This design comes from an exercise in tuning for small area, a short achievable clock period and few clock cycles on the open sky130 flow, not from production work. Only simulation tests tie the RTL to the original design; equivalence was not proved. Power and IR drop assume default switching activity.

File: flow/config.mk
export PLATFORM = sky130hd
export DESIGN_NAME = score_render_top
export DESIGN_NICKNAME = score_render_top
export VERILOG_FILES = /design/flow/design.v
export SDC_FILE = /design/flow/constraint.sdc
export NUM_CORES = 4
export LEC_CHECK = 0
export ABC_AREA = 1
export CAP_MARGIN = 20
export CORE_MARGIN = 2
export CORE_UTILIZATION = 40
export SETUP_SLACK_MARGIN = 2.6
export SLEW_MARGIN = 20
export SYNTH_MEMORY_MAX_BITS = 8192
File: flow/constraint.sdc
create_clock -name core_clock -period 5.5 [get_ports {clk}]
set_input_delay 1.1000 -clock core_clock [delete_from_list [all_inputs] [get_ports {clk}]]
set_output_delay 1.1000 -clock core_clock [all_outputs]
set_load 0.01 [all_outputs]
File: flow/design.v
package score_pkg;
    localparam int score_width   = 16;
    localparam int num_digits    = 5;
    localparam int glyph_rows    = 10;
    localparam int glyph_width   = 28;
    localparam int digit_pitch   = 36;
    localparam int left_margin   = 12;   
    localparam int frame_width   = 192;
    localparam int words_per_row = 6;
    localparam int frame_base    = 16;   
    typedef logic [glyph_width-1:0] glyph_row_t;
    typedef logic [frame_width-1:0] frame_row_t;
    function automatic glyph_row_t digit_font(input logic [3:0] digit, input logic [3:0] row);
        case ({digit, row})
            8'h01: digit_font = 28'h01ffe00;
            8'h02: digit_font = 28'h0e001c0;
            8'h03: digit_font = 28'h7e001f8;
            8'h04: digit_font = 28'h7e001f8;
            8'h05: digit_font = 28'h7e001f8;
            8'h06: digit_font = 28'h7e001f8;
            8'h07: digit_font = 28'h0e001c0;
            8'h08: digit_font = 28'h01ffe00;
            8'h11: digit_font = 28'h00ff000;
            8'h12: digit_font = 28'h07ff000;
            8'h13: digit_font = 28'h3e3f000;
            8'h14: digit_font = 28'h003f000;
            8'h15: digit_font = 28'h003f000;
            8'h16: digit_font = 28'h003f000;
            8'h17: digit_font = 28'h003f000;
            8'h18: digit_font = 28'h7fffff8;
            8'h21: digit_font = 28'h01ffe00;
            8'h22: digit_font = 28'h0fc0fc0;
            8'h23: digit_font = 28'h0e00fc0;
            8'h24: digit_font = 28'h0007e00;
            8'h25: digit_font = 28'h003f000;
            8'h26: digit_font = 28'h01f8000;
            8'h27: digit_font = 28'h0fc01c0;
            8'h28: digit_font = 28'h0ffffc0;
            8'h31: digit_font = 28'h07fff80;
            8'h32: digit_font = 28'h0e00fc0;
            8'h33: digit_font = 28'h0000fc0;
            8'h34: digit_font = 28'h0000e00;
            8'h35: digit_font = 28'h01fffc0;
            8'h36: digit_font = 28'h0000fc0;
            8'h37: digit_font = 28'h0e00fc0;
            8'h38: digit_font = 28'h01ffe00;
            8'h41: digit_font = 28'h0000e00;
            8'h42: digit_font = 28'h0007e00;
            8'h43: digit_font = 28'h0038e00;
            8'h44: digit_font = 28'h01c0e00;
            8'h45: digit_font = 28'h0e00e00;
            8'h46: digit_font = 28'h0fffff8;
            8'h47: digit_font = 28'h0000e00;
            8'h48: digit_font = 28'h0000e00;
            8'h51: digit_font = 28'h0ffffc0;
            8'h52: digit_font = 28'h0e000c0;
            8'h53: digit_font = 28'h0e00000;
            8'h54: digit_font = 28'h0ffffc0;
            8'h55: digit_font = 28'h0ffffc0;
            8'h56: digit_font = 28'h00001c0;
            8'h57: digit_font = 28'h0e001c0;
            8'h58: digit_font = 28'h0ffffc0;
            8'h61: digit_font = 28'h0ffff80;
            8'h62: digit_font = 28'h0e00180;
            8'h63: digit_font = 28'h0e00000;
            8'h64: digit_font = 28'h0e00000;
            8'h65: digit_font = 28'h0ffffc0;
            8'h66: digit_font = 28'h0e001c0;
            8'h67: digit_font = 28'h0e001c0;
            8'h68: digit_font = 28'h0ffffc0;
            8'h71: digit_font = 28'h0ffffc0;
            8'h72: digit_font = 28'h0e001c0;
            8'h73: digit_font = 28'h0e001c0;
            8'h74: digit_font = 28'h00001c0;
            8'h75: digit_font = 28'h00001c0;
            8'h76: digit_font = 28'h00001c0;
            8'h77: digit_font = 28'h00001c0;
            8'h78: digit_font = 28'h00001c0;
            8'h81: digit_font = 28'h01ffe00;
            8'h82: digit_font = 28'h0e001c0;
            8'h83: digit_font = 28'h0e001c0;
            8'h84: digit_font = 28'h01ffe00;
            8'h85: digit_font = 28'h0e001c0;
            8'h86: digit_font = 28'h0e001c0;
            8'h87: digit_font = 28'h0e001c0;
            8'h88: digit_font = 28'h01ffe00;
            8'h91: digit_font = 28'h0ffffc0;
            8'h92: digit_font = 28'h0e001c0;
            8'h93: digit_font = 28'h0e001c0;
            8'h94: digit_font = 28'h0ffffc0;
            8'h95: digit_font = 28'h00001c0;
            8'h96: digit_font = 28'h00001c0;
            8'h97: digit_font = 28'h0e001c0;
            8'h98: digit_font = 28'h0ffffc0;
            default: digit_font = '0;
        endcase
    endfunction
endpackage
`timescale 1ns/1ps
module bin_to_bcd (
    input  logic        clk,
    input  logic        rst,
    input  logic        start,      
    input  logic [15:0] bin_in,     
    input  logic [15:0] bin,        
    output logic        busy,
    output logic        written,    
    output logic [18:0] digits      
);
    logic [2:0]  step_q;
    logic [1:0]  bits;
    logic [18:0] next;
    logic [3:0]  top;
    logic [7:0]  top_bcd;
    always_comb begin
        case (step_q)
            3'd0:    bits = bin[11:10];
            3'd1:    bits = bin[9:8];
            3'd2:    bits = bin[7:6];
            3'd3:    bits = bin[5:4];
            3'd4:    bits = bin[3:2];
            default: bits = bin[1:0];
        endcase
    end
    assign top     = bin_in[15:12];
    assign top_bcd = (top > 4'd9) ? {4'd1, top - 4'd10} : {4'd0, top};
    function automatic logic [3:0] add3(input logic [3:0] v);
        add3[3] = v[3] | (v[2] & (v[1] | v[0]));
        add3[2] = (v[2] & ~v[1] & ~v[0]) | (v[3] & v[0]);
        add3[1] = (~v[2] & v[1]) | (v[1] & v[0]) | (v[3] & ~v[0]);
        add3[0] = (~v[3] & ~v[2] & v[0]) | (v[2] & v[1] & ~v[0]) | (v[3] & ~v[0]);
    endfunction
    always_comb begin
        logic [3:0] d [4];
        logic [2:0] t;
        d[0] = digits[3:0];
        d[1] = digits[7:4];
        d[2] = digits[11:8];
        d[3] = digits[15:12];
        t    = digits[18:16];
        for (int k = 1; k >= 0; k--) begin
            for (int i = 0; i < 4; i++) d[i] = add3(d[i]);
            t    = {t[1:0], d[3][3]};
            d[3] = {d[3][2:0], d[2][3]};
            d[2] = {d[2][2:0], d[1][3]};
            d[1] = {d[1][2:0], d[0][3]};
            d[0] = {d[0][2:0], bits[k]};
        end
        next = {t, d[3], d[2], d[1], d[0]};
    end
    always_ff @(posedge clk) begin
        if (rst) begin
            busy    <= 1'b0;
            written <= 1'b0;
        end else if (start) begin
            busy    <= 1'b1;
            written <= 1'b1;
        end else if (busy && step_q == 3'd5) begin
            busy    <= 1'b0;   
        end
    end
    always_ff @(posedge clk) begin
        if (start) begin
            step_q <= 3'd0;
            digits <= {11'd0, top_bcd};
        end else if (busy) begin
            digits <= next;
            step_q <= step_q + 3'd1;
        end
    end
endmodule
`timescale 1ns/1ps
module score_ctrl (
    input  logic        clk,
    input  logic        rst,
    input  logic        cyc,
    input  logic        stb,
    input  logic        we,
    input  logic [7:0]  adr,
    input  logic [31:0] dat,
    output logic        ack,
    output logic [31:0] rdat,
    output logic        start,      
    output logic [15:0] score,
    input  logic        busy,       
    output logic [7:0]  fa,         
    output logic        load,       
    output logic [2:0]  rd_word,
    output logic        rd_frame,
    input  logic [31:0] rd_data     
);
    logic        req;
    logic        match;
    logic        hit;
    logic        miss;
    logic        fa_ok;
    logic [15:0] score_q;
    logic [7:0]  pa_q;
    logic        v_q;
    logic        is0_q;
    logic [7:0]  pa_next;
    logic [7:0]  pa_d;
    assign req   = cyc && stb;
    assign match = (adr == pa_q);
    assign hit   = req && !we && match && v_q;
    assign miss  = req && !we && !match;
    assign start = req && we && (adr == 8'd0);
    assign ack   = req && (we || (match && v_q));
    assign rdat  = rd_data | {16'd0, score_q & {16{is0_q}}};
    assign score = score_q;
    assign rd_word  = pa_q[2:0];
    assign rd_frame = !is0_q;
    always_comb begin
        if (pa_q == 8'd0)            pa_next = 8'd16;
        else if (pa_q[2:0] == 3'd5)  pa_next = {pa_q[7:3] + 5'd1, 3'd0};
        else                         pa_next = pa_q + 8'd1;
    end
    assign fa    = v_q ? pa_next : pa_q;
    assign fa_ok = !busy || !((fa >= 8'd24) && (fa < 8'd88));
    assign load  = v_q ? hit : !miss;
    always_comb begin
        if (rst || start) pa_d = 8'd0;
        else if (miss)    pa_d = adr;
        else if (hit)     pa_d = pa_next;
        else              pa_d = pa_q;
    end
    always_ff @(posedge clk) begin
        if (rst) begin
            score_q <= '0;
        end else if (start) begin
            score_q <= dat[15:0];
        end
    end
    always_ff @(posedge clk) begin
        pa_q  <= pa_d;
        is0_q <= (pa_d == 8'd0);
    end
    always_ff @(posedge clk) begin
        if (rst || start) begin
            v_q <= 1'b1;   
        end else if (miss) begin
            v_q <= 1'b0;
        end else if (load) begin
            v_q <= fa_ok;
        end
    end
endmodule
`timescale 1ns/1ps
module glyph_renderer (
    input  logic [3:0]              digit,
    input  logic [3:0]              row,
    output score_pkg::glyph_row_t   glyph
);
    always_comb begin
        glyph = score_pkg::digit_font(digit, row);
    end
endmodule
`timescale 1ns/1ps
module frame_buffer (
    input  logic        clk,
    input  logic        written,   
    input  logic [18:0] digits,    
    input  logic [7:0]  fa,        
    input  logic        load,      
    input  logic [2:0]  rd_word,   
    input  logic        rd_frame,  
    output logic [31:0] rd_data    
);
    logic [3:0]                        dig [5];
    logic [3:0]                        dh;     
    logic [3:0]                        dl;     
    logic [3:0]                        row;
    logic [score_pkg::glyph_width-1:0] gh;
    logic [score_pkg::glyph_width-1:0] gl;
    logic [score_pkg::glyph_width-1:0] gh_q;
    logic [score_pkg::glyph_width-1:0] gl_q;
    assign dig[0] = digits[3:0];
    assign dig[1] = digits[7:4];
    assign dig[2] = digits[11:8];
    assign dig[3] = digits[15:12];
    assign dig[4] = {1'b0, digits[18:16]};
    always_comb begin
        case (fa[2:0])
            3'd0:    begin dh = dig[0]; dl = dig[4]; end
            3'd1:    begin dh = dig[1]; dl = dig[0]; end
            3'd2:    begin dh = dig[2]; dl = dig[1]; end
            3'd3:    begin dh = dig[3]; dl = dig[2]; end
            3'd4:    begin dh = dig[4]; dl = dig[3]; end
            default: begin dh = dig[0]; dl = dig[4]; end
        endcase
    end
    assign row = (written && !fa[7]) ? fa[6:3] - 4'd2 : 4'd0;
    glyph_renderer u_gh (.digit(dh), .row(row), .glyph(gh));
    glyph_renderer u_gl (.digit(dl), .row(row), .glyph(gl));
    always_ff @(posedge clk) begin
        if (load) begin
            gh_q <= gh;
            gl_q <= gl;
        end
    end
    function automatic int rep(input int i);
        case (i)
            4, 5:     rep = 3;
            10, 11:   rep = 9;
            13, 14:   rep = 12;
            16, 17:   rep = 15;
            19:       rep = 18;
            22:       rep = 21;
            25:       rep = 24;
            default:  rep = i;
        endcase
    endfunction
    always_comb begin
        rd_data = '0;
        for (int j = 0; j < 32; j++) begin
            for (int w = 0; w < 6; w++) begin
                if (rd_word == 3'(w) && rd_frame) begin
                    if (w <= 4 && j >= 12 + 4 * w) rd_data[j] = gh_q[rep(j - 12 - 4 * w)];
                    if (w >= 1 && j < 4 + 4 * w)   rd_data[j] = gl_q[rep(j + 24 - 4 * w)];
                end
            end
        end
    end
endmodule
`timescale 1ns/1ps
module score_render_top (
    input  logic        clk,
    input  logic        rst,
    input  logic        wb_cyc_i,
    input  logic        wb_stb_i,
    input  logic        wb_we_i,
    input  logic [7:0]  wb_adr_i,
    input  logic [31:0] wb_dat_i,
    output logic        wb_ack_o,
    output logic [31:0] wb_dat_o
);
    logic        start;
    logic [15:0] score;
    logic        busy;
    logic        written;
    logic [18:0] digits;
    logic [7:0]  fa;
    logic        load;
    logic        rd_frame;
    logic [2:0]  rd_word;
    logic [31:0] rd_data;
    score_ctrl u_score_ctrl (
        .clk      (clk),
        .rst      (rst),
        .cyc      (wb_cyc_i),
        .stb      (wb_stb_i),
        .we       (wb_we_i),
        .adr      (wb_adr_i),
        .dat      (wb_dat_i),
        .ack      (wb_ack_o),
        .rdat     (wb_dat_o),
        .start    (start),
        .score    (score),
        .busy     (busy),
        .fa       (fa),
        .load     (load),
        .rd_word  (rd_word),
        .rd_frame (rd_frame),
        .rd_data  (rd_data)
    );
    bin_to_bcd u_bin_to_bcd (
        .clk    (clk),
        .rst    (rst),
        .start  (start),
        .bin_in (wb_dat_i[15:0]),
        .bin    (score),
        .busy    (busy),
        .written (written),
        .digits  (digits)
    );
    frame_buffer u_frame_buffer (
        .clk      (clk),
        .written  (written),
        .digits   (digits),
        .fa       (fa),
        .load     (load),
        .rd_word  (rd_word),
        .rd_frame (rd_frame),
        .rd_data  (rd_data)
    );
endmodule
File: flow/run.sh
#!/bin/bash
# synth_recipe.tcl (not shown) runs the flow's synth.tcl, then flattens the netlist and writes it again
# the make line also repeats each setting of config.mk as NAME=value (left out here)
make -C /OpenROAD-flow-scripts/flow DESIGN_CONFIG=/design/flow/config.mk WORK_HOME=/design/flow/orfs CLKGATE_MAP_FILE= SYNTH_SCRIPT=/design/flow/synth_recipe.tcl finish
==> results.cfg, run 1 <==
[outcome]
outcome = complete, no violations

[final_layout]
syn2layout_area_growth_pct = 54.6
fin_cells = 1569
stdcell_area_um2 = 10400
utilization_pct = 63.0
layout-drive-gt1-share_pct = 39.1
num-fill-cells = 1466
n_antenna_cell = 0
nets = 1402

[power]
ir_drop_mv = 0.217
powerDensity_nw_per_um2 = 207
finalPower_mw = 2.16
p_leak_nw = 5.00

[grt]
antenna_found_initial = 0
grt_pass1_wl_um = 38700
use_met1_pct = 35.7
use_met3_pct = 4.38
grt_max_degree = 28
grt.overflow.total = 0
grt_pass1_vias = 7633
grtUsageMet2_pct = 45.0
grt_usage_pct = 26.8
grt.busiest_layer = met2

[route]
initialDrtViolationCount = 818
vias_per_cell = 5.51
post_drt_wl_per_cell_um = 17.2
via_count = 8642
drc_errors = 0
dr.pass1.iters = 6
routed_wl_um = 27000
drtAntennaViolNets = 0

[min_path]
hold_end = u_score_ctrl.score_q[13]$_SDFFE_PP0P_
holdPathStages = 2
min_from = u_score_ctrl.score_q[13]$_SDFFE_PP0P_
hold_class = reg2reg

[sta]
finalSetupViolations = 0
skew_ns = 0.0109
hold_violations = 0
maxSlewViolCount = 0
tns_ns = 0
period_share_pct = 59.2
fmaxAchievable_mhz = 307
hold_slack_ns = 0.479
post-route-min-period_ns = 3.26
fin_ws_ns = 2.24
rsz0062_at_grt = yes
max_slew.worst_pin.slew_ns = 0.875
slew_headroom_pct = 41.5

[die]
ioPinCount = 78
floorplan.die_area_um2 = 17900
die_h_um = 134
rows = 47
core-area_um2 = 16500
start_util_pct = 40.8
dieWidth_um = 134

[yosys]
synth-edff-count = 29
async_flop_share_pct = 0
yosys_warnings = 6
ys_ff_latch = 71
syn_avg_cell_area_um2 = 5.94
syn_inst = 1133
synth_top_area_share_pct = 21.4
syn_area_um2 = 6740
netlist_top_cells_count = nand2_1 (384), inv_1 (133), nor2_1 (120), nand3_1 (89), o21ai_0 (66)
synthFlopType = dfxtp_1
seq_area_frac_synth_pct = 25.4
ys_types = 55
yosys.area.top_type = nand2_1
synthesis.nets = 1191
yosysMostFrequentCell = nand2_1
synthTopCellsByArea = nand2_1 (21%), edfxtp_1 (13%), dfxtp_1 (12%)

[placed_design]
io_buffers = 61
hpwl_um = 16800
gp_congestion = 0.932
place.detailed.instances = 1387
dpl_cell_area_um2 = 7490
pre_cts_slack_ns = 1.39

[worst_setup_path]
worstPathRequired_ns = 4.40
endpoint_kind = primary output
crit_type = reg2out
r2r_cells = 24
cp_max_fo = 6
reg2reg_slack_ns = 2.46
r2r_end = u_frame_buffer.gl_q[11]$_DFFE_PP_
r2r-start = u_score_ctrl.pa_q[1]$_DFF_P_
critPathArrivalTime_ns = 2.16
cp-start-kind = register

[cts]
cts_made_buffers = 9
cts_buffer_depth = 2
cts.clk_slew.worst_paths_ns = 0.06
cts-root-buf = clkbuf_16
clk_latency_ns = 0.35
cts_sinks = 71
cts_tree = built
cts_max_level = 3

[run]
maxCapViolCount = 0
-- registers in the layout, summed over array words and instances, names as in the netlist --
| register | count |
|---|---|
| u_score_ctrl.v_q | 1 |
| u_score_ctrl.score_q | 16 |
| u_frame_buffer.gl_q | 13 |
| u_score_ctrl.is0_q | 1 |
| u_score_ctrl.pa_q | 8 |
| u_frame_buffer.gh_q | 7 |
| u_bin_to_bcd.digits | 19 |
| u_bin_to_bcd.busy | 1 |
| u_bin_to_bcd.step_q | 3 |
| u_frame_buffer.gh | 1 |
| u_bin_to_bcd.written | 1 |
-- power breakdown --
part	total (mW)	internal (mW)	switching, mW
logic	0.954	0.376	0.578
registers	0.617	0.581	0.0358
clock network	0.588	0.338	0.249
-- timing repair --
action                                  in CTS  in global routing
buffers inserted                            90                 71
pin swaps                                   51                105
cloned                                       1                  4
hold buffers                                 0                  0
endpoints found under the setup margin      82                 76
resized for setup                          355                255
-- cell usage in the layout, fill, tap and decap left out, types with 8 or more instances in the layout --
master	n
a21oi_1	27
a21oi_2	15
buf_2	33
buf_4	115
buf_6	50
clkbuf_16	11
clkdlybuf4s50_1	20
dfxtp_1	34
edfxtp_1	29
inv_1	106
inv_2	27
inv_6	8
nand2_1	299
nand2_2	67
nand2_4	31
nand3_1	74
nand3_2	11
nand3_4	11
nand4_1	13
nor2_1	84
nor2_2	13
nor2_4	38
nor3_1	21
o211ai_1	16
o21ai_0	37
o21ai_1	13
o21ai_2	22
o22ai_1	8
-- cell type report --
type | instances | area [um2] | share of cell area (%)
Tap cell | 220 | 275 | 2.64
Timing Repair Buffer | 226 | 1940 | 18.6
Sequential cell | 71 | 1740 | 16.7
Clock buffer | 10 | 250 | 2.40
Multi-Input combinational cell | 884 | 5510 | 52.9
Clock inverter | 6 | 47.5 | 0.457
Timing Repair inverter | 1 | 5.00 | 0.0481
Inverter | 151 | 643 | 6.18
-- per-layer routing --
layer / vias to the layer above / routed length [um]
met1: 3991 / 11200
met2: 413 / 13100
met3: 81 / 1890
met4: 0 / 796
met5: - / 0
li1: 4157 / -
-- cell families after synthesis --
kind of cell | Yosys count | share of synthesized area [%]
XOR/XNOR | 4 | 0.520
AND/OR/NAND/NOR | 678 | 43.7
buffers and inverters | 181 | 10.9
flip-flops | 71 | 25.4
AO/OA/AOI/OAI | 186 | 17.0
adder cells (fa/ha/maj) | 13 | 2.42
-- worst max-delay path, cell delays in order, from the launching register on --
cell,delay (ns)
dfxtp_4,0.40
inv_6,0.07
nand2_2,0.08
nor2_4,0.21
clkinvlp_4,0.14
buf_6,0.15
nor2_1,0.12
inv_1,0.06
nor2_1,0.14
o21ai_1,0.12
nand3_1,0.15
buf_2,0.16
-- worst max path at each step --
stage                                             from           to  slack [ns]  depth (start not counted)
after CTS                                  wb_adr_i[3]     wb_ack_o        2.38                          9
after global routing      u_score_ctrl.pa_q[0]$_DFF_P_  wb_dat_o[2]        2.20                         11
final                     u_score_ctrl.pa_q[0]$_DFF_P_  wb_dat_o[2]        2.24                         11
after detailed placement  u_score_ctrl.pa_q[2]$_DFF_P_  wb_dat_o[2]        1.39                         11
after global placement    u_score_ctrl.pa_q[2]$_DFF_P_  wb_dat_o[2]        1.38                         11
after floorplan                            wb_adr_i[2]     wb_ack_o        2.61                          7
Testbench counts, summed over its fixed seeds: cycles 3,968.
==> run 2: changes to the inputs <==
--- a/flow/config.mk
+++ b/flow/config.mk
@@ -11,3 +11,3 @@
 export CORE_UTILIZATION = 40
-export SETUP_SLACK_MARGIN = 2.6
+export SETUP_SLACK_MARGIN = 1.9
 export SLEW_MARGIN = 20
==> results.cfg, run 2 <==
[outcome]
outcome = complete, no violations

[worst_setup_path]
crit_type = reg2out
cp_max_fo = 9
cp-start-kind = register
r2r-start = u_score_ctrl.pa_q[0]$_DFF_P_
reg2reg_slack_ns = 2.20
r2r_cells = 21
r2r_end = u_frame_buffer.gl_q[8]$_DFFE_PP_
critPathArrivalTime_ns = 2.48
endpoint_kind = primary output
worstPathRequired_ns = 4.40
cp-startpoint = u_score_ctrl.pa_q[0]$_DFF_P_

[power]
powerDensity_nw_per_um2 = 232
ir_drop_mv = 0.183
p_leak_nw = 4.14

[sta]
hold_violations = 0
finalSetupViolations = 0
skew_ns = 0.0106
fmaxAchievable_mhz = 279
tns_ns = 0
max_slew.worst_pin.slew_ns = 0.990
slew_headroom_pct = 33.9
maxSlewViolCount = 0
rsz0062_at_grt = yes
period_share_pct = 65.2
post-route-min-period_ns = 3.58

[yosys]
syn_inst = 1133
seq_area_frac_synth_pct = 25.4
synth_top_area_share_pct = 21.4
synthesis.nets = 1191
async_flop_share_pct = 0
netlist_top_cells_count = nand2_1 (384), inv_1 (133), nor2_1 (120), nand3_1 (89), o21ai_0 (66)
yosys_warnings = 6
synth-edff-count = 29
ys_ff_latch = 71
yosys.area.top_type = nand2_1
syn_area_um2 = 6740
synthFlopType = dfxtp_1
syn_avg_cell_area_um2 = 5.94
ys_types = 55
yosysMostFrequentCell = nand2_1
synthTopCellsByArea = nand2_1 (21%), edfxtp_1 (13%), dfxtp_1 (12%)

[min_path]
min_from = u_score_ctrl.score_q[15]$_SDFFE_PP0P_
hold_end = u_score_ctrl.score_q[15]$_SDFFE_PP0P_
hold_class = reg2reg
holdPathStages = 2

[route]
drtAntennaViolNets = 0
post_drt_wl_per_cell_um = 15.3
dr.pass1.iters = 5
via_count = 7626
drc_errors = 0
initialDrtViolationCount = 584
vias_per_cell = 5.36
routed_wl_um = 21700

[grt]
grt_pass1_vias = 6904
grt.overflow.total = 0
antenna_found_initial = 0
grt_max_degree = 29
grt_pass1_wl_um = 35500
grt_usage_pct = 24.6

[cts]
cts_sinks = 71
cts_buffer_depth = 2
holdBufCountCts = 0
cts-root-buf = clkbuf_16
cts_made_buffers = 9
cts_max_level = 3
cts.clk_slew.worst_paths_ns = 0.06
cts_tree = built
clk_latency_ns = 0.35

[run]
maxCapViolCount = 0

[final_layout]
nets = 1256
stdcell_area_um2 = 8070
n_antenna_cell = 0
layout_common_cells = nand2_1 (382), inv_1 (128), nor2_1 (113)
reg.largest.list = u_bin_to_bcd.digits: 19 flops, u_score_ctrl.score_q: 16 flops, u_frame_buffer.gl_q: 13 flops
syn2layout_area_growth_pct = 19.7
regMostFlops = u_bin_to_bcd.digits
layout_commonest_cell = nand2_1
largest_register_ffs = 19
layout-drive-gt1-share_pct = 10.9

[die]
core-area_um2 = 16500
ioPinCount = 78
floorplan.die_area_um2 = 17900
dieWidth_um = 134
rows = 47
start_util_pct = 40.8
die_h_um = 134

[placed_design]
gp_congestion = 0.930
io_buffers = 61
dpl_cell_area_um2 = 7510
hpwl_um = 16900
==> run 2: layout make-up <==
type	count	area, um2
fill	1762	8460
multi-input combinational	881	4350
sequential	71	1730
timing repair buffer	83	803
inverter	151	603
tap	220	275
clock buffer	10	250
clock inverter	6	47.5
timing repair inverter	1	7.51
==> run 2: worst max-delay path: stages (launching register included) <==
cell and delay [ns]:
dfxtp_4 0.41, nor2_2 0.08, nand2_1 0.14, nor2_1 0.07, buf_4 0.17, nor2_1 0.31, inv_1 0.10, o2111ai_1 0.26
clkdlybuf4s50_1 0.58
==> run 2: layer usage <==
metal  wire length, um  global-route usage (%)  up-vias
met3              1560                    4.03       45
met5                 0                       0        -
met2              9710                    39.5      318
met1              9990                    34.4     3411
li1                  -                       -     3852
met4               476                    6.44        0
==> run 2: how the worst max path moves through the flow <==
stage	to	slack [ns]	cells after the start
after floorplan	u_frame_buffer.gh[19]$_DFFE_PP_	2.57	7
after global placement	wb_dat_o[2]	1.37	11
after detailed placement	wb_dat_o[2]	1.42	11
after CTS	wb_dat_o[2]	1.88	11
after global routing	wb_dat_o[7]	1.79	9
final	wb_dat_o[7]	1.92	8
==> run 2: power breakdown <==
part           internal, mW  switching, mW
registers             0.582         0.0346
logic                 0.230          0.437
clock network         0.339          0.248
total                  1.15          0.720
==> run 2: logic make-up (layout without fill, tap and decap cells) <==
group | Yosys count | in the layout | synth area share [%]
xor+xnor | 4 | 4 | 0.520
fa+ha+maj | 13 | 13 | 2.42
compound gates | 186 | 186 | 17.0
flops | 71 | 71 | 25.4
buf+inv | 181 | 251 | 10.9
simple gates | 678 | 678 | 43.7
==> run 2: per-stage QoR <==
step | instances | utilization (%) | worst slack, ns | power (mW) | hold WS (ns)
detailed placement | 1389 | 45.4 | 1.42 | 1.28 | 0.460
global placement | 1389 | 45.4 | 1.37 | 1.28 | 0.448
finish | 1423 | 48.8 | 1.92 | 1.87 | 0.470
floorplan | 1133 | - | 2.57 | 1.09 | 0.428
CTS | 1411 | 47.7 | 1.88 | 1.87 | 0.475
global route | 1423 | 48.8 | 1.79 | 1.99 | 0.502
==> run 2: what timing repair did <==
action / 4_1_cts / 5_1_grt
endpoints found under the setup margin: 33 / 62
pin swaps: 1 / 3
buffers inserted: 5 / 12
gates resized for setup: 27 / 34
gates cloned: 1 / 0
hold endpoints to repair: 0 / 0
==> run 3: changes to the inputs <==
--- a/flow/config.mk
+++ b/flow/config.mk
@@ -11,3 +11,3 @@
 export CORE_UTILIZATION = 40
-export SETUP_SLACK_MARGIN = 1.9
+export SETUP_SLACK_MARGIN = 2.3
 export SLEW_MARGIN = 20
==> results.cfg, run 3 <==
[yosys]
synthesis.nets = 1191
netlist_top_cells_count = nand2_1 (384), inv_1 (133), nor2_1 (120), nand3_1 (89), o21ai_0 (66)
async_flop_share_pct = 0
synth-edff-count = 29
yosys.area.top_type = nand2_1
syn_area_um2 = 6740
seq_area_frac_synth_pct = 25.4
synth_top_area_share_pct = 21.4
yosys_warnings = 6
syn_inst = 1133
synthFlopType = dfxtp_1
yosysMostFrequentCell = nand2_1
ys_types = 55
synthTopCellsByArea = nand2_1 (21%), edfxtp_1 (13%), dfxtp_1 (12%)
ys_ff_latch = 71
syn_avg_cell_area_um2 = 5.94

[worst_setup_path]
critPathArrivalTime_ns = 2.03
cp-start-kind = register
worstPathRequired_ns = 4.40
critical_path.cell_chain = buf_4 -> inv_2 -> ha_4 -> nand2_8 -> inv_8 -> nand2_1 -> nor2_1 -> o21ai_0 -> o211ai_1 -> clkdlybuf4s15_2
r2r_end = u_frame_buffer.gl_q[20]$_DFFE_PP_
reg2reg_slack_ns = 2.43
r2r_cells = 22
cp_slowest_cell = dfxtp_4
endpoint_kind = primary output
r2r-start = u_score_ctrl.pa_q[2]$_DFF_P_
crit_type = reg2out
cp_num_buf_inv = 4
cp_top_family = buffers and inverters
cp_max_fo = 10
cp_slowest_stage_delay_ns = 0.38

[placed_design]
hpwl_um = 16900
gp_congestion = 0.930
io_buffers = 61
place.detailed.instances = 1389
dpl_cell_area_um2 = 7510

[final_layout]
n_antenna_cell = 0
regMostFlops = u_bin_to_bcd.digits
nets = 1309
layout-drive-gt1-share_pct = 20.8
layout_commonest_cell = nand2_1
syn2layout_area_growth_pct = 29.2
reg.largest.list = u_bin_to_bcd.digits: 19 flops, u_score_ctrl.score_q: 16 flops, u_frame_buffer.gl_q: 13 flops
largest_register_ffs = 19
stdcell_area_um2 = 8700
fin_cells = 1476
layout_common_cells = nand2_1 (368), inv_1 (119), nor2_1 (99)

[cts]
clk_latency_ns = 0.35
cts_buffer_depth = 2
cts_tree = built
holdBufCountCts = 0
cts_made_buffers = 9
cts_sinks = 71
cts.clk_slew.worst_paths_ns = 0.06
cts_max_level = 3
cts-root-buf = clkbuf_16

[die]
floorplan.die_area_um2 = 17900
start_util_pct = 40.8
dieWidth_um = 134
die_h_um = 134
rows = 47
core-area_um2 = 16500
ioPinCount = 78

[grt]
grt_max_degree = 29
grt.overflow.total = 0
grt_pass1_wl_um = 36400
grtUsageMet2_pct = 40.5
grt_usage_pct = 25.3
grt.busiest_layer = met2
grt_pass1_vias = 7127
antenna_found_initial = 0
use_met1_pct = 34.7
use_met3_pct = 4.45

[route]
drc_errors = 0
routed_wl_um = 23100
post_drt_wl_per_cell_um = 15.7
initialDrtViolationCount = 640
drtAntennaViolNets = 0
via_count = 7966
vias_per_cell = 5.40
dr.pass1.iters = 6

[power]
powerDensity_nw_per_um2 = 224
power.internal_mw = 1.19
pwr-share-seq_pct = 31.4
clock_power_share_pct = 30.0
ir_drop_mv = 0.182
finalPower_mw = 1.95
power_switching_uw = 757
p_leak_nw = 4.33
swShare_pct = 38.9
comb_power_share_pct = 38.6

[sta]
maxSlewViolCount = 0
post-route-min-period_ns = 3.13
tns_ns = 0
finalSetupViolations = 0
fmaxAchievable_mhz = 319
max_slew.worst_pin.slew_ns = 0.787
skew_ns = 0.0112
period_share_pct = 56.9
slew_headroom_pct = 47.4
rsz0062_at_grt = yes
hold_violations = 0

[outcome]
outcome = complete, no violations

[min_path]
min_from = u_score_ctrl.score_q[15]$_SDFFE_PP0P_
holdPathStages = 2
hold_class = reg2reg
hold_end = u_score_ctrl.score_q[15]$_SDFFE_PP0P_

[run]
maxCapViolCount = 0
==> run 3: what timing repair did <==
item / 4_1_cts / 5_1_grt
gates resized for setup: 149 / 106
setup endpoints to repair: 75 / 71
pin swaps: 18 / 32
gates cloned: 1 / 3
setup buffers: 26 / 41
==> run 3: cell type report <==
| cell class | instances | area (um2) |
|---|---|---|
| fillers | 1715 | 7820 |
| multi-input cells | 882 | 4610 |
| flip-flops and latches | 71 | 1730 |
| repair buffers | 135 | 1150 |
| inverters | 151 | 627 |
| well taps | 220 | 275 |
| clock buffers | 10 | 250 |
| clock inverters | 6 | 47.5 |
| repair inverters | 1 | 7.51 |
==> run 3: power by group through the flow <==
stage / registers [mW] / clock network (mW) / logic (mW)
after global routing: 0.615 / 0.621 / 0.831
after detailed placement: 0.626 / 0 / 0.654
after CTS: 0.610 / 0.599 / 0.673
after floorplan: 0.611 / 0 / 0.479
final: 0.612 / 0.585 / 0.751
after global placement: 0.626 / 0 / 0.653
==> run 3: metal layers <==
layer / vias to the layer above / part of all wire (%)
met4: 0 / 2.5
met1: 3606 / 45
met2: 339 / 45
met3: 57 / 7.0
met5: - / 0
li1: 3964 / -
==> run 3: worst max path at each step <==
stage | slack [ns] | depth (start not counted) | startpoint | end
6_report | 2.37 | 10 | u_score_ctrl.pa_q[2]$_DFF_P_ | wb_dat_o[12]
5_1_grt | 2.27 | 12 | u_score_ctrl.pa_q[2]$_DFF_P_ | wb_dat_o[2]
4_1_cts | 2.16 | 12 | u_score_ctrl.pa_q[1]$_DFF_P_ | wb_dat_o[2]
3_5_place_dp | 1.42 | 11 | u_score_ctrl.pa_q[2]$_DFF_P_ | wb_dat_o[2]
3_3_place_gp | 1.37 | 11 | u_score_ctrl.pa_q[2]$_DFF_P_ | wb_dat_o[2]
2_1_floorplan | 2.57 | 7 | wb_adr_i[2] | u_frame_buffer.gh[19]$_DFFE_PP_
==> run 3: stage by stage <==
stage                     hold WS [ns]  worst slack, ns  utilization (%)
final                            0.465             2.37             52.7
after global routing             0.502             2.27             52.7
after CTS                        0.475             2.16             49.0
after detailed placement         0.460             1.42             45.4
after global placement           0.448             1.37             45.4
after floorplan                  0.428             2.57                -
==> run 3: logic make-up after synthesis <==
group / Yosys count / share of synthesized area, %
buf+inv: 181 / 10.9
fa+ha+maj: 13 / 2.42
xor+xnor: 4 / 0.520
simple gates: 678 / 43.7
compound gates: 186 / 17.0
flops: 71 / 25.4
==> run 3: tightest hold or removal path: stages (launching register included) <==
cell     delay [ns]
dfxtp_1        0.33
nand2_1        0.05
o21ai_0        0.06
==> run 4: changes to the inputs <==
--- a/flow/config.mk
+++ b/flow/config.mk
@@ -7,3 +7,3 @@
 export LEC_CHECK = 0
-export ABC_AREA = 1
+export ABC_AREA = 0
 export CAP_MARGIN = 20
@@ -11,2 +11,3 @@
 export CORE_UTILIZATION = 40
+export CTS_BUF_LIST = sky130_fd_sc_hd__clkbuf_4 sky130_fd_sc_hd__clkbuf_8
 export SETUP_SLACK_MARGIN = 2.3
==> results.cfg, run 4 <==
[route]
met3_length_um = 2040
met2_length_um = 12000
via_count = 8296
met1_length_um = 10700
routed_wl_um = 25800
vias_per_cell = 6.30
dr.pass1.iters = 8
post_drt_wl_per_cell_um = 19.6
highest_layer = met4
drtAntennaViolNets = 0
initialDrtViolationCount = 853
drc_errors = 0

[power]
pwr-share-seq_pct = 32.6
swShare_pct = 41.4
comb_power_share_pct = 46.1
clock_power_share_pct = 21.3
power.internal_mw = 1.13
ir_drop_mv = 0.176
power_switching_uw = 797
powerDensity_nw_per_um2 = 194
p_leak_nw = 3.68

[worst_setup_path]
r2r_cells = 18
cp_slowest_stage_delay_ns = 0.36
endpoint_kind = register
crit_end = u_frame_buffer.gl_q[7]$_DFFE_PP_
reg2reg_slack_ns = 1.96
cp_max_fo = 4
cp_top_family = compound AO/OA/AOI/OAI gates
r2r_end = u_frame_buffer.gl_q[7]$_DFFE_PP_
critical_path.cell_chain = ha_4 -> nor2b_1 -> mux2_4 -> o21ai_4 -> nand2_4 -> inv_8 -> ha_4 -> xor2_4 -> nor3_4 -> buf_6 -> o21ai_4 -> buf_12 -> buf_4 -> a21oi_1 -> nor3_1 -> a211oi_1 -> a221oi_2 -> nand2_1
cp_slowest_cell = dfxtp_4
cp_num_buf_inv = 4
r2r-start = u_score_ctrl.pa_q[4]$_DFF_P_
cp-start-kind = register
cp.depth = 18
critPathArrivalTime_ns = 3.66
crit_type = reg2reg
cp-startpoint = u_score_ctrl.pa_q[4]$_DFF_P_
worstPathRequired_ns = 5.62

[placed_design]
io_buffers = 61
hpwl_um = 15800
dpl_cell_area_um2 = 7680
gp_congestion = 0.996

[yosys]
syn_inst = 952
synth-edff-count = 29
ys_ff_latch = 71
yosys_warnings = 6
synth_top_area_share_pct = 12.7
synthFlopType = dfxtp_1
yosys.area.top_type = edfxtp_1
syn_area_um2 = 6840
async_flop_share_pct = 0
ys_types = 86
seq_area_frac_synth_pct = 25.0
synthTopCellsByArea = edfxtp_1 (13%), dfxtp_1 (12%), nand2_1 (8.0%)
netlist_top_cells_count = nand2_1 (145), nor2_1 (93), a21oi_1 (85), o21ai_0 (79), clkbuf_1 (49)
syn_avg_cell_area_um2 = 7.19
synthesis.nets = 1010
yosysMostFrequentCell = nand2_1

[sta]
rsz0062_at_grt = yes
hold_slack_ns = 0.462
max_slew.worst_pin.slew_ns = 1.02
hold_violations = 0
slew_headroom_pct = 31.6
maxSlewViolCount = 0
skew_ns = 0.0164
fmaxAchievable_mhz = 283
tns_ns = 0
finalSetupViolations = 0
post-route-min-period_ns = 3.54
period_share_pct = 64.3

[die]
die_h_um = 135
start_util_pct = 41.1
floorplan.die_area_um2 = 18200
dieWidth_um = 135
rows = 47
ioPinCount = 78
core-area_um2 = 16600

[final_layout]
largest_register_ffs = 19
regMostFlops = u_bin_to_bcd.digits
n_antenna_cell = 0
layout-drive-gt1-share_pct = 34.7
nets = 1150
layout_common_cells = nand2_1 (134), buf_4 (99), nor2_1 (79)
reg.largest.list = u_bin_to_bcd.digits: 19 flops, u_score_ctrl.score_q: 16 flops, u_frame_buffer.gl_q: 13 flops
syn2layout_area_growth_pct = 45.0
stdcell_area_um2 = 9920
layout_commonest_cell = nand2_1
num-fill-cells = 1434

[cts]
cts-root-buf = clkbuf_8
cts.clk_slew.worst_paths_ns = 0.09
cts_made_buffers = 9
cts_max_level = 3
cts_buffer_depth = 2
holdBufCountCts = 0
cts_tree = built
cts_sinks = 71
clk_latency_ns = 0.38

[outcome]
outcome = complete, no violations

[grt]
grt.overflow.total = 0
antenna_found_initial = 0
grt_pass1_vias = 7293
grt_pass1_wl_um = 38600
grt_usage_pct = 26.3
grt_max_degree = 32

[run]
maxCapViolCount = 0

[min_path]
hold_class = reg2reg
[run 4: cell type report]
type | instances | area (um2) | area share [%]
clock buffers | 9 | 124 | 1.25
multi-input cells | 784 | 5750 | 58.0
inverters | 24 | 118 | 1.19
clock inverters | 7 | 65.1 | 0.656
flip-flops and latches | 71 | 1740 | 17.5
repair buffers | 202 | 1850 | 18.6
well taps | 220 | 275 | 2.78
[run 4: logic make-up (layout without fill, tap and decap cells)]
| group | Yosys count | count (layout) | share of synthesized area [%] |
|---|---|---|---|
| compound gates | 356 | 356 | 35.1 |
| flops | 71 | 71 | 25.0 |
| buf+inv | 99 | 242 | 6.31 |
| mux | 19 | 19 | 2.87 |
| simple gates | 376 | 378 | 26.0 |
| fa+ha+maj | 13 | 13 | 2.38 |
| xor+xnor | 18 | 18 | 2.30 |
[run 4: repair_timing]
| action | 4_1_cts | 5_1_grt |
|---|---|---|
| pin swaps | 64 | 56 |
| buffers inserted | 84 | 38 |
| gates resized for setup | 281 | 113 |
| setup endpoints to repair | 93 | 54 |
| cloned | 4 | 1 |
| endpoints found under the hold margin | 0 | 0 |
[run 4: worst reg2reg max path: cells and delay by family (launching register included)]
kind / cells / cell delay, ns
compound gates: 5 / 0.87
simple gates: 5 / 0.68
buf+inv: 4 / 0.48
fa+ha+maj: 2 / 0.40
flops: 1 / 0.36
mux: 1 / 0.29
xor+xnor: 1 / 0.19
[run 4: worst min path at each step]
stage	slack, ns	end	start	cells after the start
floorplan	0.44	u_score_ctrl.score_q[12]$_SDFFE_PP0P_	u_score_ctrl.score_q[12]$_SDFFE_PP0P_	2
global placement	0.45	u_score_ctrl.score_q[15]$_SDFFE_PP0P_	u_score_ctrl.score_q[15]$_SDFFE_PP0P_	2
detailed placement	0.45	u_score_ctrl.score_q[13]$_SDFFE_PP0P_	u_score_ctrl.score_q[13]$_SDFFE_PP0P_	2
CTS	0.46	u_score_ctrl.score_q[13]$_SDFFE_PP0P_	u_score_ctrl.score_q[13]$_SDFFE_PP0P_	2
global route	0.48	u_score_ctrl.score_q[15]$_SDFFE_PP0P_	u_score_ctrl.score_q[15]$_SDFFE_PP0P_	2
finish	0.46	u_score_ctrl.score_q[15]$_SDFFE_PP0P_	u_score_ctrl.score_q[15]$_SDFFE_PP0P_	2
[run 4: routing by layer]
layer	vias to the layer above	GRT usage, %
li1	3870	-
met1	3881	34.9
met2	441	42.9
met3	104	4.54
met4	0	9.42
met5	-	0
[run 4: through the flow]
stage	utilization, %	power [mW]	setup slack [ns]	instances
2_1_floorplan	-	1.09	2.05	952
3_5_place_dp	46.1	1.27	1.05	1174
3_3_place_gp	46.1	1.27	1.10	1174
5_1_grt	59.6	2.02	1.85	1317
6_report	59.6	1.93	1.96	1317
4_1_cts	55.8	1.84	2.05	1278
[run 4: power groups by stage]
stage          clock network (mW)  logic (mW)  registers (mW)
3_3_place_gp                    0       0.631           0.638
4_1_cts                     0.419       0.792           0.625
2_1_floorplan                   0       0.489           0.602
6_report                    0.411       0.888           0.627
5_1_grt                     0.443       0.949           0.633
3_5_place_dp                    0       0.632           0.639
==> run 5: changes to the inputs <==
--- a/flow/design.v
+++ b/flow/design.v
@@ -187,4 +187,3 @@
     output logic        load,       
-    output logic [2:0]  rd_word,
-    output logic        rd_frame,
+    output logic [5:0]  rd_sel,     
     input  logic [31:0] rd_data     
@@ -200,2 +199,3 @@
     logic        is0_q;
+    logic [5:0]  sel_q;
     logic [7:0]  pa_next;
@@ -210,4 +210,3 @@
     assign score = score_q;
-    assign rd_word  = pa_q[2:0];
-    assign rd_frame = !is0_q;
+    assign rd_sel = sel_q;
     always_comb begin
@@ -236,2 +235,3 @@
         is0_q <= (pa_d == 8'd0);
+        for (int w = 0; w < 6; w++) sel_q[w] <= (pa_d[2:0] == 3'(w)) && (pa_d != 8'd0);
     end
@@ -264,4 +264,3 @@
     input  logic        load,      
-    input  logic [2:0]  rd_word,   
-    input  logic        rd_frame,  
+    input  logic [5:0]  rd_sel,    
     output logic [31:0] rd_data    
@@ -316,3 +315,3 @@
             for (int w = 0; w < 6; w++) begin
-                if (rd_word == 3'(w) && rd_frame) begin
+                if (rd_sel[w]) begin
                     if (w <= 4 && j >= 12 + 4 * w) rd_data[j] = gh_q[rep(j - 12 - 4 * w)];
@@ -343,4 +342,3 @@
     logic        load;
-    logic        rd_frame;
-    logic [2:0]  rd_word;
+    logic [5:0]  rd_sel;
     logic [31:0] rd_data;
@@ -361,4 +359,3 @@
         .load     (load),
-        .rd_word  (rd_word),
-        .rd_frame (rd_frame),
+        .rd_sel   (rd_sel),
         .rd_data  (rd_data)
@@ -381,4 +378,3 @@
         .load     (load),
-        .rd_word  (rd_word),
-        .rd_frame (rd_frame),
+        .rd_sel   (rd_sel),
         .rd_data  (rd_data)
--- a/flow/config.mk
+++ b/flow/config.mk
@@ -7,3 +7,3 @@
 export LEC_CHECK = 0
-export ABC_AREA = 0
+export ABC_AREA = 1
 export CAP_MARGIN = 20
==> results.cfg, run 5 <==
[die]
start_util_pct = 40.6
rows = 48
dieWidth_um = 136
ioPinCount = 78
floorplan.die_area_um2 = 18400
die_h_um = 136
core-area_um2 = 17100

[final_layout]
layout-drive-gt1-share_pct = 14.3
syn2layout_area_growth_pct = 19.0
largest_register_ffs = 19
layout_commonest_cell = nand2_1
fin_cells = 1418
nets = 1249
regMostFlops = u_bin_to_bcd.digits
reg.largest.list = u_bin_to_bcd.digits: 19 flops, u_score_ctrl.score_q: 16 flops, u_frame_buffer.gl_q: 13 flops
n_antenna_cell = 0
layout_common_cells = nand2_1 (365), inv_1 (125), nand3_1 (96)

[cts]
cts-root-buf = clkbuf_8
cts_tree = built
cts_buffer_depth = 2
holdBufCountCts = 0
clk_latency_ns = 0.37
cts_max_level = 3
cts_made_buffers = 9
cts.clk_slew.worst_paths_ns = 0.10
cts_sinks = 77

[yosys]
async_flop_share_pct = 0
yosys_warnings = 6
netlist_top_cells_count = nand2_1 (373), inv_1 (130), nor2_1 (102), nand3_1 (98), o21ai_0 (59)
syn_avg_cell_area_um2 = 6.17
synthFlopType = dfxtp_1
synth_top_area_share_pct = 20.2
syn_area_um2 = 6950
seq_area_frac_synth_pct = 26.4
ys_ff_latch = 77
synthesis.nets = 1187
syn_inst = 1126
yosys.area.top_type = nand2_1
synthTopCellsByArea = nand2_1 (20%), dfxtp_1 (14%), edfxtp_1 (13%)
synth-edff-count = 29
ys_types = 61
yosysMostFrequentCell = nand2_1

[worst_setup_path]
endpoint_kind = primary output
cp_top_family = buffers and inverters
critical_path.cell_chain = nor2_2 -> inv_1 -> o221ai_1 -> nand2_1 -> nand3_1 -> clkdlybuf4s50_1
r2r_end = u_frame_buffer.gh_q[6]$_DFFE_PP_
cp_max_fo = 7
cp_num_buf_inv = 2
r2r_cells = 18
crit_type = reg2out
r2r-start = u_score_ctrl.pa_q[3]$_DFF_P_
reg2reg_slack_ns = 2.48
cp_slowest_cell = clkdlybuf4s50_1
critPathArrivalTime_ns = 2.05
cp_slowest_stage_delay_ns = 0.54
cp-start-kind = register
worstPathRequired_ns = 4.40

[power]
p_leak_nw = 4.11
ir_drop_mv = 0.130
powerDensity_nw_per_um2 = 220

[route]
initialDrtViolationCount = 610
vias_per_cell = 5.29
via_count = 7499
drc_errors = 0
post_drt_wl_per_cell_um = 14.8
drtAntennaViolNets = 0
routed_wl_um = 21000
dr.pass1.iters = 9

[grt]
grt.overflow.total = 0
grt_pass1_wl_um = 33300
grt_max_degree = 26
grt_pass1_vias = 6607
grt_usage_pct = 22.6
antenna_found_initial = 0

[min_path]
min_from = u_score_ctrl.score_q[14]$_SDFFE_PP0P_
hold_class = reg2reg
holdPathStages = 2
hold_end = u_score_ctrl.score_q[14]$_SDFFE_PP0P_

[run]
maxCapViolCount = 0

[placed_design]
io_buffers = 61
gp_congestion = 0.946
pre_cts_slack_ns = 1.57
place.detailed.instances = 1377
hpwl_um = 16100

[sta]
rsz0062_at_grt = yes
slew_headroom_pct = 49.6
skew_ns = 0.0215
hold_slack_ns = 0.489
post-route-min-period_ns = 3.15
finalSetupViolations = 0
tns_ns = 0
period_share_pct = 57.3
fin_ws_ns = 2.35
maxSlewViolCount = 0
fmaxAchievable_mhz = 317
max_slew.worst_pin.slew_ns = 0.752
hold_violations = 0

[outcome]
outcome = complete, no violations
run 5: what timing repair did:
action,4_1_cts,5_1_grt
pin swaps,2,19
resized for setup,47,73
gates cloned,0,0
endpoints found under the setup margin,56,52
endpoints found under the hold margin,0,0
buffers inserted,10,14
run 5: power by group:
group	internal (mW)	switching (mW)
logic	0.245	0.442
registers	0.627	0.0417
clock network	0.221	0.243
total	1.09	0.727
run 5: kinds of logic after synthesis:
kind of cell             share of synthesized area, %
AO/OA/AOI/OAI                                    16.8
XOR/XNOR                                         1.01
adder cells (fa/ha/maj)                          2.88
buffers and inverters                            11.1
flip-flops                                       26.4
AND/OR/NAND/NOR                                  41.9
run 5: layout make-up:
| type | count | area [um2] |
|---|---|---|
| clock inverters | 7 | 90.1 |
| clock buffers | 9 | 124 |
| inverters | 143 | 547 |
| fillers | 1805 | 8850 |
| flip-flops and latches | 77 | 1870 |
| well taps | 225 | 282 |
| repair buffers | 89 | 808 |
| multi-input cells | 868 | 4550 |
run 5: worst max path at each step:
stage                             startpoint                          endpoint  slack (ns)  cells past startpoint
5_1_grt        u_score_ctrl.sel_q[3]$_DFF_P_                      wb_dat_o[28]        2.24                      7
3_5_place_dp                     wb_adr_i[3]                          wb_ack_o        1.57                      8
3_3_place_gp                     wb_adr_i[3]                          wb_ack_o        1.56                      8
4_1_cts                          wb_adr_i[3]                          wb_ack_o        2.12                      8
2_1_floorplan   u_score_ctrl.pa_q[3]$_DFF_P_  u_frame_buffer.gh_q[7]$_DFFE_PP_        2.60                     20
6_report       u_score_ctrl.sel_q[3]$_DFF_P_                       wb_dat_o[0]        2.35                      6
run 5: worst reg2reg max path, cell delays in order, from the launching register on:
cell,delay [ns]
dfxtp_4,0.38
ha_1,0.29
inv_1,0.06
nor2_1,0.04
nor2_1,0.13
nand2_1,0.10
o21ai_2,0.24
ha_2,0.24
nand3_2,0.13
nand2_4,0.15
nor2_8,0.08
buf_4,0.14
nor2_1,0.31
nand2_1,0.17
nand3_1,0.14
nand3_1,0.08
nand2_1,0.09
nand2_1,0.05
nand2_1,0.06
run 5: stage by stage:
stage,power (mW),util [%],area (um2)
global route,1.94,48.3,8270
CTS,1.81,46.9,8030
finish,1.82,48.3,8270
floorplan,1.17,-,6950
detailed placement,1.34,44.6,7630
global placement,1.34,44.6,7630
run 5: layer usage:
metal  up-vias  global-route usage [%]  part of all wire (%)
met5         -                       0                     0
met1      3388                    31.4                    48
met2       236                    36.3                    44
li1       3838                       -                     -
met4         0                    7.64                   2.5
met3        37                    2.96                   5.2

what the ideal ports hide:
The results above use ideal ports. As a check the final layouts listed here were re-extracted and re-timed, cells and wires unchanged.
Step 1 (the two cells are an assumption about what drives the block):
set clk [get_ports {clk}]
set_driving_cell -lib_cell sky130_fd_sc_hd__clkbuf_16 $clk
set_driving_cell -lib_cell sky130_fd_sc_hd__buf_2 [delete_from_list [all_inputs] $clk]
Step 2, shift: input delay + t, output delay - t, t = (earliest + latest rising clock arrival at the registers) / 2. This alone moves slack from input paths to output paths.
Slacks: ideal / step 1 / step 2; pairs: ideal / step 1.
run | shift t [ns] | setup WS [ns] | worst setup path after step 2 | pins driven straight from the clock port
run 1 | 0.387 | 2.243 / 2.199 / 2.327 | input to register | 1
run 2 | 0.388 | 1.916 / 1.873 / 1.909 | input to register | 1
run 3 | 0.387 | 2.368 / 2.326 / 2.052 | input to register | 1
run 4 | 0.410 | 1.965 / 1.944 / 1.965 | register to register | 1
run 5 | 0.394 | 2.349 / 2.310 / 2.026 | input to register | 1
After both steps every run listed still meets setup and hold. The setup slack of run 5, which loses most, moves by -0.039 ns with the drivers and by -0.323 ns with both steps.
